This design comes from an exercise in tuning for small area and a short achievable clock period on the open sky130 flow, not from production work. RTL that was checked went through simulation tests only; none was proved equivalent to the original.

==> 04-05 <==
==> flow/design.v <==
module btb_sat #(
   parameter int ENTRIES  = 8,
   parameter int IDX_W    = 3,
   parameter int PC_W     = 32,
   parameter int CNT_W    = 2,
   parameter int CNT_INIT = 2
) (
   input  logic            clk,
   input  logic            reset,
   input  logic [PC_W-1:0] pc_in,
   output logic            hit,
   output logic            token,
   output logic [PC_W-1:0] next_pc_out,
   input  logic            is_req_pc,
   input  logic [PC_W-1:0] req_pc,
   input  logic [PC_W-1:0] predict_target,
   input  logic            req_taken,
   input  logic            flush
);
   logic [PC_W-1:0]  tag    [ENTRIES];
   logic [PC_W-1:0]  tdiff  [ENTRIES];   
   logic [CNT_W-1:0] cnt    [ENTRIES];
   logic [IDX_W-1:0] ptr;
   logic             full;
   logic [ENTRIES-1:0] valid;
   logic [ENTRIES-1:0] f_match;
   logic [ENTRIES-1:0] f_sel;
   logic [ENTRIES-1:0] u_match;
   logic               u_hit;
   logic               alloc;
   logic [PC_W-1:0]    f_tdiff;
   logic [PC_W-1:0]    new_tdiff;
   always_comb begin
      for (int i = 0; i < ENTRIES; i++) begin
         valid[i]   = full || (ptr > IDX_W'(i));
         f_match[i] = valid[i] && (tag[i] == pc_in);
         f_sel[i]   = f_match[i] && cnt[i][CNT_W-1];
         u_match[i] = valid[i] && (tag[i] == req_pc);
      end
   end
   assign u_hit = |u_match;
   assign alloc = is_req_pc && req_taken && !u_hit;
   always_comb begin
      f_tdiff = '0;
      for (int i = 0; i < ENTRIES; i++) begin
         f_tdiff = f_tdiff | ({PC_W{f_sel[i]}} & tdiff[i]);
      end
   end
   assign hit         = |f_match;
   assign token       = |f_sel;
   assign next_pc_out = pc_in ^ f_tdiff;
   assign new_tdiff   = predict_target ^ req_pc;
   always_ff @(posedge clk) begin
      if (reset || flush) begin
         ptr  <= '0;
         full <= 1'b0;
      end else if (alloc) begin
         ptr <= ptr + IDX_W'(1);
         if (ptr == IDX_W'(ENTRIES - 1)) begin
            full <= 1'b1;
         end
      end
   end
   always_ff @(posedge clk) begin
      for (int i = 0; i < ENTRIES; i++) begin
         if (is_req_pc) begin
            if (u_match[i]) begin
               if (req_taken) begin
                  tag[i]    <= req_pc;
                  tdiff[i]  <= new_tdiff;
                  if (cnt[i] != '1) cnt[i] <= cnt[i] + CNT_W'(1);
               end else begin
                  if (cnt[i] != '0) cnt[i] <= cnt[i] - CNT_W'(1);
               end
            end else if (alloc && ptr == IDX_W'(i)) begin
               tag[i]    <= req_pc;
               tdiff[i]  <= new_tdiff;
               cnt[i]    <= CNT_W'(CNT_INIT);
            end
         end
      end
   end
endmodule
==> flow/flow/run.sh <==
#!/bin/bash
set -euo pipefail
export BUFFER_PORTS_ARGS="-buffer_cell sky130_fd_sc_hd__buf_2"
export CTS_ARGS="-sink_clustering_enable -repair_clock_nets -dont_use_dummy_load -sink_clustering_size 20 -sink_clustering_max_diameter 80"
bash standard.sh > standard.log 2>&1
==> flow/standard.sh <==
#!/bin/bash
# synth_recipe.tcl (not shown) runs the flow's synth.tcl, then flattens the netlist and writes it again
# the make line also repeats each setting of config.mk as NAME=value (left out here)
make -C /OpenROAD-flow-scripts/flow DESIGN_CONFIG=/design/flow/config.mk WORK_HOME=/design/flow/orfs CLKGATE_MAP_FILE= SYNTH_SCRIPT=/design/flow/synth_recipe.tcl "${@:-finish}"
==> flow/config.mk <==
export PLATFORM = sky130hd
export DESIGN_NAME = btb_sat
export DESIGN_NICKNAME = btb_sat
export VERILOG_FILES = /design/flow/design.v
export SDC_FILE = /design/flow/constraint.sdc
export NUM_CORES = 4
export LEC_CHECK = 0
export ABC_CLOCK_PERIOD_IN_PS = 4000
export CAP_MARGIN = 20
export CORE_MARGIN = 2
export CORE_UTILIZATION = 65
export SETUP_SLACK_MARGIN = 3.0
export SLEW_MARGIN = 20
==> flow/constraint.sdc <==
create_clock -name core_clock -period 8.0 [get_ports {clk}]
set_input_delay 1.6000 -clock core_clock [delete_from_list [all_inputs] [get_ports {clk}]]
set_output_delay 1.6000 -clock core_clock [all_outputs]
set_load 0.01 [all_outputs]
==> 10-11 (differences from 04-05) <==
==> flow/design.v, changed modules only <==
module btb_sat #(
   parameter int ENTRIES  = 8,
   parameter int IDX_W    = 3,
   parameter int PC_W     = 32,
   parameter int CNT_W    = 2,
   parameter int CNT_INIT = 2
) (
   input  logic            clk,
   input  logic            reset,
   input  logic [PC_W-1:0] pc_in,
   output logic            hit,
   output logic            token,
   output logic [PC_W-1:0] next_pc_out,
   input  logic            is_req_pc,
   input  logic [PC_W-1:0] req_pc,
   input  logic [PC_W-1:0] predict_target,
   input  logic            req_taken,
   input  logic            flush
);
   logic [PC_W-1:0]  tag    [ENTRIES];
   logic [PC_W-1:0]  target [ENTRIES];
   logic [CNT_W-1:0] cnt    [ENTRIES];
   logic [IDX_W-1:0] ptr;
   logic             full;
   logic [ENTRIES-1:0] valid;
   logic [ENTRIES-1:0] f_match;
   logic [ENTRIES-1:0] f_sel;
   logic [ENTRIES-1:0] u_match;
   logic               u_hit;
   logic               alloc;
   logic [PC_W-1:0]    f_target;
   always_comb begin
      for (int i = 0; i < ENTRIES; i++) begin
         valid[i]   = full || (ptr > IDX_W'(i));
         f_match[i] = valid[i] && (tag[i] == pc_in);
         f_sel[i]   = f_match[i] && cnt[i][CNT_W-1];
         u_match[i] = valid[i] && (tag[i] == req_pc);
      end
   end
   assign u_hit = |u_match;
   assign alloc = is_req_pc && req_taken && !u_hit;
   always_comb begin
      f_target = '0;
      for (int i = 0; i < ENTRIES; i++) begin
         f_target = f_target | ({PC_W{f_sel[i]}} & target[i]);
      end
   end
   assign hit         = |f_match;
   assign token       = |f_sel;
   assign next_pc_out = token ? f_target : pc_in;
   always_ff @(posedge clk) begin
      if (reset || flush) begin
         ptr  <= '0;
         full <= 1'b0;
      end else if (alloc) begin
         ptr <= ptr + IDX_W'(1);
         if (ptr == IDX_W'(ENTRIES - 1)) begin
            full <= 1'b1;
         end
      end
   end
   always_ff @(posedge clk) begin
      for (int i = 0; i < ENTRIES; i++) begin
         if (is_req_pc) begin
            if (u_match[i]) begin
               if (req_taken) begin
                  tag[i]    <= req_pc;
                  target[i] <= predict_target;
                  if (cnt[i] != '1) cnt[i] <= cnt[i] + CNT_W'(1);
               end else begin
                  if (cnt[i] != '0) cnt[i] <= cnt[i] - CNT_W'(1);
               end
            end else if (alloc && ptr == IDX_W'(i)) begin
               tag[i]    <= req_pc;
               target[i] <= predict_target;
               cnt[i]    <= CNT_W'(CNT_INIT);
            end
         end
      end
   end
endmodule
==> flow/run.sh (new file) <==
#!/bin/bash
# synth_recipe.tcl (not shown) runs the flow's synth.tcl, then flattens the netlist and writes it again
# the make line also repeats each setting of config.mk as NAME=value (left out here)
make -C /OpenROAD-flow-scripts/flow DESIGN_CONFIG=/design/flow/config.mk WORK_HOME=/design/flow/orfs CLKGATE_MAP_FILE= SYNTH_SCRIPT=/design/flow/synth_recipe.tcl finish
--- a/flow/config.mk
+++ b/flow/config.mk
@@ -7,7 +7,6 @@
 export LEC_CHECK = 0
-export ABC_CLOCK_PERIOD_IN_PS = 4000
 export CAP_MARGIN = 20
 export CORE_MARGIN = 2
-export CORE_UTILIZATION = 65
-export SETUP_SLACK_MARGIN = 3.0
+export CORE_UTILIZATION = 40
+export SETUP_SLACK_MARGIN = 0.2
 export SLEW_MARGIN = 20
removed: flow/flow/run.sh
removed: flow/standard.sh
==> 04-01 (differences from 04-05) <==
==> flow/design.v, changed modules only <==
module btb_sat #(
   parameter int ENTRIES  = 8,
   parameter int IDX_W    = 3,
   parameter int PC_W     = 32,
   parameter int CNT_W    = 2,
   parameter int CNT_INIT = 2
) (
   input  logic            clk,
   input  logic            reset,
   input  logic [PC_W-1:0] pc_in,
   output logic            hit,
   output logic            token,
   output logic [PC_W-1:0] next_pc_out,
   input  logic            is_req_pc,
   input  logic [PC_W-1:0] req_pc,
   input  logic [PC_W-1:0] predict_target,
   input  logic            req_taken,
   input  logic            flush
);
   logic [PC_W-1:0]  tag    [ENTRIES];
   logic [PC_W-1:0]  target [ENTRIES];
   logic [CNT_W-1:0] cnt    [ENTRIES];
   logic [IDX_W-1:0] ptr;
   logic             full;
   logic [ENTRIES-1:0] valid;
   logic [ENTRIES-1:0] f_match;
   logic [ENTRIES-1:0] f_sel;
   logic [ENTRIES-1:0] u_match;
   logic               u_hit;
   logic               alloc;
   logic [PC_W-1:0]    f_target;
   always_comb begin
      for (int i = 0; i < ENTRIES; i++) begin
         valid[i]   = full || (ptr > IDX_W'(i));
         f_match[i] = valid[i] && (tag[i] == pc_in);
         f_sel[i]   = f_match[i] && cnt[i][CNT_W-1];
         u_match[i] = valid[i] && (tag[i] == req_pc);
      end
   end
   assign u_hit = |u_match;
   assign alloc = is_req_pc && req_taken && !u_hit;
   always_comb begin
      f_target = '0;
      for (int i = 0; i < ENTRIES; i++) begin
         f_target = f_target | ({PC_W{f_sel[i]}} & target[i]);
      end
   end
   assign hit         = |f_match;
   assign token       = |f_sel;
   assign next_pc_out = token ? f_target : pc_in;
   always_ff @(posedge clk) begin
      if (reset || flush) begin
         ptr  <= '0;
         full <= 1'b0;
      end else if (alloc) begin
         ptr <= ptr + IDX_W'(1);
         if (ptr == IDX_W'(ENTRIES - 1)) begin
            full <= 1'b1;
         end
      end
   end
   always_ff @(posedge clk) begin
      for (int i = 0; i < ENTRIES; i++) begin
         if (is_req_pc) begin
            if (u_match[i]) begin
               if (req_taken) begin
                  tag[i]    <= req_pc;
                  target[i] <= predict_target;
                  if (cnt[i] != '1) cnt[i] <= cnt[i] + CNT_W'(1);
               end else begin
                  if (cnt[i] != '0) cnt[i] <= cnt[i] - CNT_W'(1);
               end
            end else if (alloc && ptr == IDX_W'(i)) begin
               tag[i]    <= req_pc;
               target[i] <= predict_target;
               cnt[i]    <= CNT_W'(CNT_INIT);
            end
         end
      end
   end
endmodule
==> flow/flow/run.sh (replaced) <==
#!/bin/bash
set -euo pipefail
export BUFFER_PORTS_ARGS="-buffer_cell sky130_fd_sc_hd__buf_2"
export CTS_ARGS="-sink_clustering_enable -repair_clock_nets -dont_use_dummy_load -sink_clustering_size 20 -sink_clustering_max_diameter 80"
PLATFORM_DONT_USE="sky130_fd_sc_hd__probe_p_8 sky130_fd_sc_hd__probec_p_8 sky130_fd_sc_hd__lpflow_bleeder_1 sky130_fd_sc_hd__lpflow_clkbufkapwr_1 sky130_fd_sc_hd__lpflow_clkbufkapwr_16 sky130_fd_sc_hd__lpflow_clkbufkapwr_2 sky130_fd_sc_hd__lpflow_clkbufkapwr_4 sky130_fd_sc_hd__lpflow_clkbufkapwr_8 sky130_fd_sc_hd__lpflow_clkinvkapwr_1 sky130_fd_sc_hd__lpflow_clkinvkapwr_16 sky130_fd_sc_hd__lpflow_clkinvkapwr_2 sky130_fd_sc_hd__lpflow_clkinvkapwr_4 sky130_fd_sc_hd__lpflow_clkinvkapwr_8 sky130_fd_sc_hd__lpflow_decapkapwr_12 sky130_fd_sc_hd__lpflow_decapkapwr_3 sky130_fd_sc_hd__lpflow_decapkapwr_4 sky130_fd_sc_hd__lpflow_decapkapwr_6 sky130_fd_sc_hd__lpflow_decapkapwr_8 sky130_fd_sc_hd__lpflow_inputiso0n_1 sky130_fd_sc_hd__lpflow_inputiso0p_1 sky130_fd_sc_hd__lpflow_inputiso1n_1 sky130_fd_sc_hd__lpflow_inputiso1p_1 sky130_fd_sc_hd__lpflow_inputisolatch_1 sky130_fd_sc_hd__lpflow_isobufsrc_1 sky130_fd_sc_hd__lpflow_isobufsrc_16 sky130_fd_sc_hd__lpflow_isobufsrc_2 sky130_fd_sc_hd__lpflow_isobufsrc_4 sky130_fd_sc_hd__lpflow_isobufsrc_8 sky130_fd_sc_hd__lpflow_isobufsrckapwr_16 sky130_fd_sc_hd__lpflow_lsbuf_lh_hl_isowell_tap_1 sky130_fd_sc_hd__lpflow_lsbuf_lh_hl_isowell_tap_2 sky130_fd_sc_hd__lpflow_lsbuf_lh_hl_isowell_tap_4 sky130_fd_sc_hd__lpflow_lsbuf_lh_isowell_4 sky130_fd_sc_hd__lpflow_lsbuf_lh_isowell_tap_1 sky130_fd_sc_hd__lpflow_lsbuf_lh_isowell_tap_2 sky130_fd_sc_hd__lpflow_lsbuf_lh_isowell_tap_4"
EXTRA_DONT_USE="sky130_fd_sc_hd__nor4_1 sky130_fd_sc_hd__nor4_2 sky130_fd_sc_hd__nor4_4 sky130_fd_sc_hd__nor4b_1 sky130_fd_sc_hd__nor4b_2 sky130_fd_sc_hd__nor4b_4 sky130_fd_sc_hd__nor4bb_1 sky130_fd_sc_hd__nor4bb_2 sky130_fd_sc_hd__nor4bb_4"
bash standard.sh "DONT_USE_CELLS=$PLATFORM_DONT_USE $EXTRA_DONT_USE" finish > standard.log 2>&1
--- a/flow/config.mk
+++ b/flow/config.mk
@@ -11,3 +11,3 @@
 export CORE_UTILIZATION = 65
-export SETUP_SLACK_MARGIN = 3.0
+export SETUP_SLACK_MARGIN = 2.5
 export SLEW_MARGIN = 20
==> results.txt <==
status complete, no violations; clk_skew 65.2 ps; crit path to next_pc_out[11]; synthesized area 0.0252 mm2; routing usage on met3 15.4%; worst-case reg-to-reg path depth 12; n_taps 518; XOR/XNOR Fraction of Synth Area 20.6%
the above is filed under 04-05

==> results.txt <==
clk_skew 41.3 ps; worst-case reg-to-reg path depth 11; status complete, no violations; routing usage on met3 3.88%; crit path to next_pc_out[14]; synthesized area 0.0248 mm2
the above is filed under 10-11

==> results.txt <==
status complete, no violations; synthesized area 0.0250 mm2; routing usage on met3 6.39%; clk_skew 41.2 ps
the above is filed under 04-01

Function not checked in 04-05: the RTL went through the layout flow alone.

## afterwards: timing with drivers on the ports
In the flow no input, the clock included, has a driving cell. The finished layouts below were timed again as built, in two steps. Step 1 assumes that a clkbuf_16 drives the clock port and a buf_2 every other input. Step 2 adds t to the input delays and takes it off the output delays; t is the mean of the earliest and latest rising clock arrival at the registers after step 1. Input paths then give back, and output paths get back, about the clock's delay inside the block. a / b / c = ideal ports / drivers / drivers and shift; a / b = the first two.
run | t, ns | setup WS [ns] | worst register clock-pin slew, ns
04-05 | 0.603 | 2.458 / 2.406 / 2.406 | 0.09 / 0.09
10-11 | 0.679 | 0.763 / 0.739 / 0.739 | 0.07 / 0.07
04-01 | 0.659 | 2.423 / 2.392 / 2.167 | 0.09 / 0.09
After both steps every run listed still meets setup and hold. For 04-01, which loses most, drivers alone change the setup slack by -0.031 ns; drivers and shift together by -0.256 ns.
